Context: an optimization exercise on an open-source flow, tuned for small area. The choices shown serve that exercise and are no tape-out recipe.
At most, simulation tests tie the RTL to the original design; equivalence was not proved.
Power is estimated from default activity; no workload was simulated. The flow treats the clock pin as an ideal source, which a real chip does not have.

==> flow/design.v <==
module cpu_trace_buffer #(
   parameter int DEPTH = 16,
   parameter int AW    = 4,
   parameter int POST  = 8
) (
   input  logic          clock,
   input  logic          reset,
   input  logic [31:0]   cpu_pc,
   input  logic [31:0]   cpu_inst,
   input  logic [31:0]   cpu_aluout,
   input  logic [31:0]   cpu_memout,
   input  logic          arm,
   input  logic [31:0]   trig_pc,
   input  logic          rd_en,
   output logic          rd_valid,
   output logic [31:0]   rd_pc,
   output logic [31:0]   rd_inst,
   output logic [31:0]   rd_aluout,
   output logic [31:0]   rd_memout,
   output logic [1:0]    state,
   output logic [AW:0]   count,
   output logic          triggered
);
   localparam int EW = 128;
   localparam logic [AW:0] LP_FULL = (AW+1)'(DEPTH);
   localparam logic [1:0] S_IDLE = 2'd0;
   localparam logic [1:0] S_PRE  = 2'd1;
   localparam logic [1:0] S_POST = 2'd2;
   localparam logic [1:0] S_DONE = 2'd3;
   logic [1:0]       r_state;
   logic [EW-1:0]    r_ring [DEPTH];
   logic [AW-1:0]    r_pos;
   logic [AW:0]      r_count;
   logic [2:0]       r_post;
   logic             r_triggered;
   logic             r_rd_valid;
   logic             w_write;
   logic             w_hit;
   logic             w_read;
   logic             w_rearm;
   logic             w_to_done;
   logic [AW:0]      w_count_inc;
   logic [EW-1:0]    w_rd_entry;
   logic [EW-1:0]    w_wr_entry;
   assign w_wr_entry  = {cpu_pc, cpu_inst, cpu_aluout, cpu_memout};
   assign w_write     = (r_state == S_PRE) || (r_state == S_POST);
   assign w_hit       = (r_state == S_PRE) && (cpu_pc == trig_pc);
   assign w_rearm     = ((r_state == S_IDLE) || (r_state == S_DONE)) && arm;
   assign w_read      = (r_state == S_DONE) && !arm && rd_en && (r_count != '0);
   assign w_to_done   = (r_state == S_POST) && (r_post == 3'd7);
   assign w_count_inc = (r_count == LP_FULL) ? r_count : r_count + 1'b1;
   logic [EW-1:0]    w_ring_in;
   logic             w_rot, w_rot_n;
   assign w_rot   = (r_state == S_DONE);
   assign w_rot_n = ~w_rot;
   for (genvar b = 0; b < EW; b++) begin : g_in
      ctb_ao22 u_ao (
         .a0(r_ring[DEPTH-1][b]), .s0(w_rot),
         .a1(w_wr_entry[b]),      .s1(w_rot_n),
         .y(w_ring_in[b]));
   end
   always_ff @(posedge clock) begin
      r_ring[0] <= w_ring_in;
      for (int i = 1; i < DEPTH; i++) r_ring[i] <= r_ring[i-1];
   end
   always_ff @(posedge clock) begin
      if (w_to_done)   r_pos <= w_count_inc[AW-1:0];
      else if (!w_read) r_pos <= r_pos + 1'b1;
   end
   always_ff @(posedge clock) begin
      if (reset) begin
         r_state     <= S_IDLE;
         r_count     <= '0;
         r_post      <= '0;
         r_triggered <= 1'b0;
         r_rd_valid  <= 1'b0;
      end else begin
         r_rd_valid <= w_read;
         case (r_state)
            S_IDLE:  if (arm) r_state <= S_PRE;
            S_PRE:   if (w_hit) r_state <= S_POST;
            S_POST:  if (w_to_done) r_state <= S_DONE;
            default: if (arm) r_state <= S_PRE;
         endcase
         if (w_rearm) begin
            r_count     <= '0;
            r_triggered <= 1'b0;
         end
         if (w_write) r_count <= w_count_inc;
         if (w_read)  r_count <= r_count - 1'b1;
         if (w_hit) begin
            r_triggered <= 1'b1;
            r_post      <= '0;
         end else if (r_state == S_POST) begin
            r_post <= r_post + 1'b1;
         end
      end
   end
   logic [DEPTH-1:0] w_sel;
   always_comb
      for (int i = 0; i < DEPTH; i++) w_sel[i] = (r_pos == AW'(i));
   for (genvar b = 0; b < EW; b++) begin : g_rd
      logic [4:0] w_grp_n;
      for (genvar g = 0; g < 5; g++) begin : g_grp
         ctb_aoi222 u_aoi (
            .a0(r_ring[3*g][b]),   .s0(w_sel[3*g]),
            .a1(r_ring[3*g+1][b]), .s1(w_sel[3*g+1]),
            .a2(r_ring[3*g+2][b]), .s2(w_sel[3*g+2]),
            .y(w_grp_n[g]));
      end
      ctb_or_tail u_tail (
         .y_n(w_grp_n), .a(r_ring[15][b]), .s(w_sel[15]), .y(w_rd_entry[b]));
   end
   assign state     = r_state;
   assign count     = r_count;
   assign triggered = r_triggered;
   assign rd_valid  = r_rd_valid;
   assign rd_pc     = w_rd_entry[127:96];
   assign rd_inst   = w_rd_entry[95:64];
   assign rd_aluout = w_rd_entry[63:32];
   assign rd_memout = w_rd_entry[31:0];
endmodule
module ctb_aoi222 (
   input  logic a0, s0, a1, s1, a2, s2,
   output logic y
);
   assign y = ~((a0 & s0) | (a1 & s1) | (a2 & s2));
endmodule
module ctb_or_tail (
   input  logic [4:0] y_n,
   input  logic       a, s,
   output logic       y
);
   assign y = ~(&y_n) | (a & s);
endmodule
module ctb_ao22 (
   input  logic a0, s0, a1, s1,
   output logic y
);
   assign y = (a0 & s0) | (a1 & s1);
endmodule
==> flow/config.mk <==
export PLATFORM = sky130hd
export DESIGN_NAME = cpu_trace_buffer
export DESIGN_NICKNAME = cpu_trace_buffer
export VERILOG_FILES = /design/flow/design.v
export SDC_FILE = /design/flow/constraint.sdc
export NUM_CORES = 4
export LEC_CHECK = 0
export CAP_MARGIN = 20
export CORE_MARGIN = 2
export CORE_UTILIZATION = 40
export SLEW_MARGIN = 20
export SYNTH_HIERARCHICAL = 1
export SYNTH_MINIMUM_KEEP_SIZE = 0
==> flow/constraint.sdc <==
create_clock -name core_clock -period 5.0 [get_ports {clock}]
set_input_delay 1.0000 -clock core_clock [delete_from_list [all_inputs] [get_ports {clock}]]
set_output_delay 1.0000 -clock core_clock [all_outputs]
set_load 0.01 [all_outputs]
standard.sh (not shown) runs the stock make flow with config.mk's settings and CLKGATE_MAP_FILE= SYNTH_SCRIPT=/design/flow/synth_recipe.tcl, a recipe that flattens the netlist after the stock synthesis.
==> flow/flow/run.sh <==
#!/bin/bash
# Standard ORFS layout (the standard.sh) with two changes:
#  - port buffers use the smallest buffer cell (buf_1) instead of the default pick
#  - clock tree: larger sink clusters, no dummy loads
set -euo pipefail
bash standard.sh finish \
  "BUFFER_PORTS_ARGS=-buffer_cell sky130_fd_sc_hd__buf_1" \
  "CTS_ARGS=-sink_clustering_enable -repair_clock_nets -dont_use_dummy_load -sink_clustering_size 24 -sink_clustering_max_diameter 100" \
  > make_finish.log 2>&1
Edit:
--- a/flow/design.v
+++ b/flow/design.v
@@ -26,13 +26,13 @@
    localparam logic [1:0] S_IDLE = 2'd0;
    localparam logic [1:0] S_PRE  = 2'd1;
    localparam logic [1:0] S_POST = 2'd2;
    localparam logic [1:0] S_DONE = 2'd3;
    logic [1:0]       r_state;
    logic [EW-1:0]    r_ring [DEPTH];
-   logic [AW-1:0]    r_pos;
+   logic [DEPTH-1:0] r_sel;
    logic [AW:0]      r_count;
    logic [2:0]       r_post;
    logic             r_triggered;
    logic             r_rd_valid;
    logic             w_write;
    logic             w_hit;
@@ -61,14 +61,16 @@
    end
    always_ff @(posedge clock) begin
       r_ring[0] <= w_ring_in;
       for (int i = 1; i < DEPTH; i++) r_ring[i] <= r_ring[i-1];
    end
    always_ff @(posedge clock) begin
-      if (w_to_done)   r_pos <= w_count_inc[AW-1:0];
-      else if (!w_read) r_pos <= r_pos + 1'b1;
+      for (int i = 0; i < DEPTH; i++) begin
+         if (w_to_done)    r_sel[i] <= (w_count_inc[AW-1:0] == AW'(i));
+         else if (!w_read) r_sel[i] <= r_sel[(i + DEPTH - 1) % DEPTH];
+      end
    end
    always_ff @(posedge clock) begin
       if (reset) begin
          r_state     <= S_IDLE;
          r_count     <= '0;
          r_post      <= '0;
@@ -93,26 +95,23 @@
             r_post      <= '0;
          end else if (r_state == S_POST) begin
             r_post <= r_post + 1'b1;
          end
       end
    end
-   logic [DEPTH-1:0] w_sel;
-   always_comb
-      for (int i = 0; i < DEPTH; i++) w_sel[i] = (r_pos == AW'(i));
    for (genvar b = 0; b < EW; b++) begin : g_rd
       logic [4:0] w_grp_n;
       for (genvar g = 0; g < 5; g++) begin : g_grp
          ctb_aoi222 u_aoi (
-            .a0(r_ring[3*g][b]),   .s0(w_sel[3*g]),
-            .a1(r_ring[3*g+1][b]), .s1(w_sel[3*g+1]),
-            .a2(r_ring[3*g+2][b]), .s2(w_sel[3*g+2]),
+            .a0(r_ring[3*g][b]),   .s0(r_sel[3*g]),
+            .a1(r_ring[3*g+1][b]), .s1(r_sel[3*g+1]),
+            .a2(r_ring[3*g+2][b]), .s2(r_sel[3*g+2]),
             .y(w_grp_n[g]));
       end
       ctb_or_tail u_tail (
-         .y_n(w_grp_n), .a(r_ring[15][b]), .s(w_sel[15]), .y(w_rd_entry[b]));
+         .y_n(w_grp_n), .a(r_ring[15][b]), .s(r_sel[15]), .y(w_rd_entry[b]));
    end
    assign state     = r_state;
    assign count     = r_count;
    assign triggered = r_triggered;
    assign rd_valid  = r_rd_valid;
    assign rd_pc     = w_rd_entry[127:96];
Result: Setup slack improves by 0.50 ns; power rose by roughly a tenth; via count rose slightly; global-route usage fell by 0.31 points; final cell count rose slightly; first-iteration DRC count rose slightly; clock skew fell by 0.020 ns; non-clock buffer count fell by 5; fmax rose by roughly a tenth; routed wire length rose slightly; area after synthesis rose slightly; sequential share of layout area barely changes; hold slack improves by 0.030 ns.
Function not checked in the second run of this note: the RTL went through the layout flow alone.

---

Starts from the design.v that is shown in full above.
==> flow/config.mk <==
export PLATFORM = sky130hd
export DESIGN_NAME = cpu_trace_buffer
export DESIGN_NICKNAME = cpu_trace_buffer
export VERILOG_FILES = /design/flow/design.v
export SDC_FILE = /design/flow/constraint.sdc
export NUM_CORES = 4
export LEC_CHECK = 0
export CAP_MARGIN = 20
export CORE_MARGIN = 2
export CORE_UTILIZATION = 60
export PLACE_DENSITY = 0.75
export SLEW_MARGIN = 20
export SYNTH_HIERARCHICAL = 1
export SYNTH_MINIMUM_KEEP_SIZE = 0
==> flow/constraint.sdc <==
create_clock -name core_clock -period 5.0 [get_ports {clock}]
set_input_delay 1.0000 -clock core_clock [delete_from_list [all_inputs] [get_ports {clock}]]
set_output_delay 1.0000 -clock core_clock [all_outputs]
set_load 0.01 [all_outputs]
==> flow/flow/run.sh <==
#!/bin/bash
# Standard ORFS layout (the standard.sh) with two changes:
#  - port buffers use the smallest buffer cell (buf_1) instead of the default pick
#  - clock tree: larger sink clusters, no dummy loads
set -euo pipefail
bash standard.sh finish \
  "BUFFER_PORTS_ARGS=-buffer_cell sky130_fd_sc_hd__buf_1" \
  "CTS_ARGS=-sink_clustering_enable -repair_clock_nets -dont_use_dummy_load -sink_clustering_size 34 -sink_clustering_max_diameter 90" \
  > make_finish.log 2>&1
Then changed:
--- a/flow/design.v
+++ b/flow/design.v
@@ -29,12 +29,10 @@
    localparam logic [1:0] S_DONE = 2'd3;
    logic [1:0]       r_state;
    logic [EW-1:0]    r_ring [DEPTH];
    logic [AW-1:0]    r_pos;
    logic [AW:0]      r_count;
-   logic [2:0]       r_post;
-   logic             r_triggered;
    logic             r_rd_valid;
    logic             w_write;
    logic             w_hit;
    logic             w_read;
    logic             w_rearm;
@@ -45,11 +43,11 @@
    assign w_wr_entry  = {cpu_pc, cpu_inst, cpu_aluout, cpu_memout};
    assign w_write     = (r_state == S_PRE) || (r_state == S_POST);
    assign w_hit       = (r_state == S_PRE) && (cpu_pc == trig_pc);
    assign w_rearm     = ((r_state == S_IDLE) || (r_state == S_DONE)) && arm;
    assign w_read      = (r_state == S_DONE) && !arm && rd_en && (r_count != '0);
-   assign w_to_done   = (r_state == S_POST) && (r_post == 3'd7);
+   assign w_to_done   = (r_state == S_POST) && (r_pos == AW'(POST - 1));
    assign w_count_inc = (r_count == LP_FULL) ? r_count : r_count + 1'b1;
    logic [EW-1:0]    w_ring_in;
    logic             w_rot, w_rot_n;
    assign w_rot   = (r_state == S_DONE);
    assign w_rot_n = ~w_rot;
@@ -62,40 +60,30 @@
    always_ff @(posedge clock) begin
       r_ring[0] <= w_ring_in;
       for (int i = 1; i < DEPTH; i++) r_ring[i] <= r_ring[i-1];
    end
    always_ff @(posedge clock) begin
-      if (w_to_done)   r_pos <= w_count_inc[AW-1:0];
-      else if (!w_read) r_pos <= r_pos + 1'b1;
+      if (w_hit)          r_pos <= '0;
+      else if (w_to_done) r_pos <= w_count_inc[AW-1:0];
+      else if (!w_read)   r_pos <= r_pos + 1'b1;
    end
    always_ff @(posedge clock) begin
       if (reset) begin
          r_state     <= S_IDLE;
          r_count     <= '0;
-         r_post      <= '0;
-         r_triggered <= 1'b0;
          r_rd_valid  <= 1'b0;
       end else begin
          r_rd_valid <= w_read;
          case (r_state)
             S_IDLE:  if (arm) r_state <= S_PRE;
             S_PRE:   if (w_hit) r_state <= S_POST;
             S_POST:  if (w_to_done) r_state <= S_DONE;
             default: if (arm) r_state <= S_PRE;
          endcase
-         if (w_rearm) begin
-            r_count     <= '0;
-            r_triggered <= 1'b0;
-         end
+         if (w_rearm) r_count <= '0;
          if (w_write) r_count <= w_count_inc;
          if (w_read)  r_count <= r_count - 1'b1;
-         if (w_hit) begin
-            r_triggered <= 1'b1;
-            r_post      <= '0;
-         end else if (r_state == S_POST) begin
-            r_post <= r_post + 1'b1;
-         end
       end
    end
    logic [DEPTH-1:0] w_sel;
    always_comb
       for (int i = 0; i < DEPTH; i++) w_sel[i] = (r_pos == AW'(i));
@@ -111,11 +99,11 @@
       ctb_or_tail u_tail (
          .y_n(w_grp_n), .a(r_ring[15][b]), .s(w_sel[15]), .y(w_rd_entry[b]));
    end
    assign state     = r_state;
    assign count     = r_count;
-   assign triggered = r_triggered;
+   assign triggered = r_state[1];
    assign rd_valid  = r_rd_valid;
    assign rd_pc     = w_rd_entry[127:96];
    assign rd_inst   = w_rd_entry[95:64];
    assign rd_aluout = w_rd_entry[63:32];
    assign rd_memout = w_rd_entry[31:0];
After rerunning: Clock power hardly moves. Sequential power is about the same. Final area hardly moves. First-iteration DRC count drops by 8.8%. Hold slack stays flat. Via count barely changes. Global-route usage drops by 0.23 points. Clock skew goes down by 0.0044 ns. Worst setup slack improved by 0.18 ns. Die area barely changes. Synthesized area barely changes. Utilization grows by 0.57 points. Combinational power rose by 11%.

-- what the ideal ports hide --
The results above use ideal ports. As a check the final layouts listed here were re-extracted and re-timed, cells and wires unchanged. Step 1 sets driving cells, clkbuf_16 on the clock port and buf_2 on the other inputs (assumed; they add their load-dependent delay and slew). Step 2 times the ports against the registers' clock, not the clock port: input delays grow and output delays shrink by t, the midpoint of the rising clock arrivals with the driver on. a / b / c = ideal / step 1 / step 2; a / b = the first two.
| run | shift t [ns] | slack for setup (ns) | worst setup path after step 2 | worst slew at a driven data input, ns | pins driven straight from the clock port |
|---|---|---|---|---|---|
| the first run of note 1 | 0.774 | 0.522 / 0.449 / 1.223 | register to output | 0.19 | 1 |
| the second run of note 1 | 0.774 | 1.026 / 0.953 / 1.727 | register to output | 0.14 | 1 |
| the first run of note 2 | 0.705 | 0.523 / 0.453 / 1.158 | register to output | 0.09 | 1 |
| the second run of note 2 | 0.710 | 0.706 / 0.635 / 1.345 | register to output | 0.17 | 1 |
After both steps setup and hold are still met in every run listed.
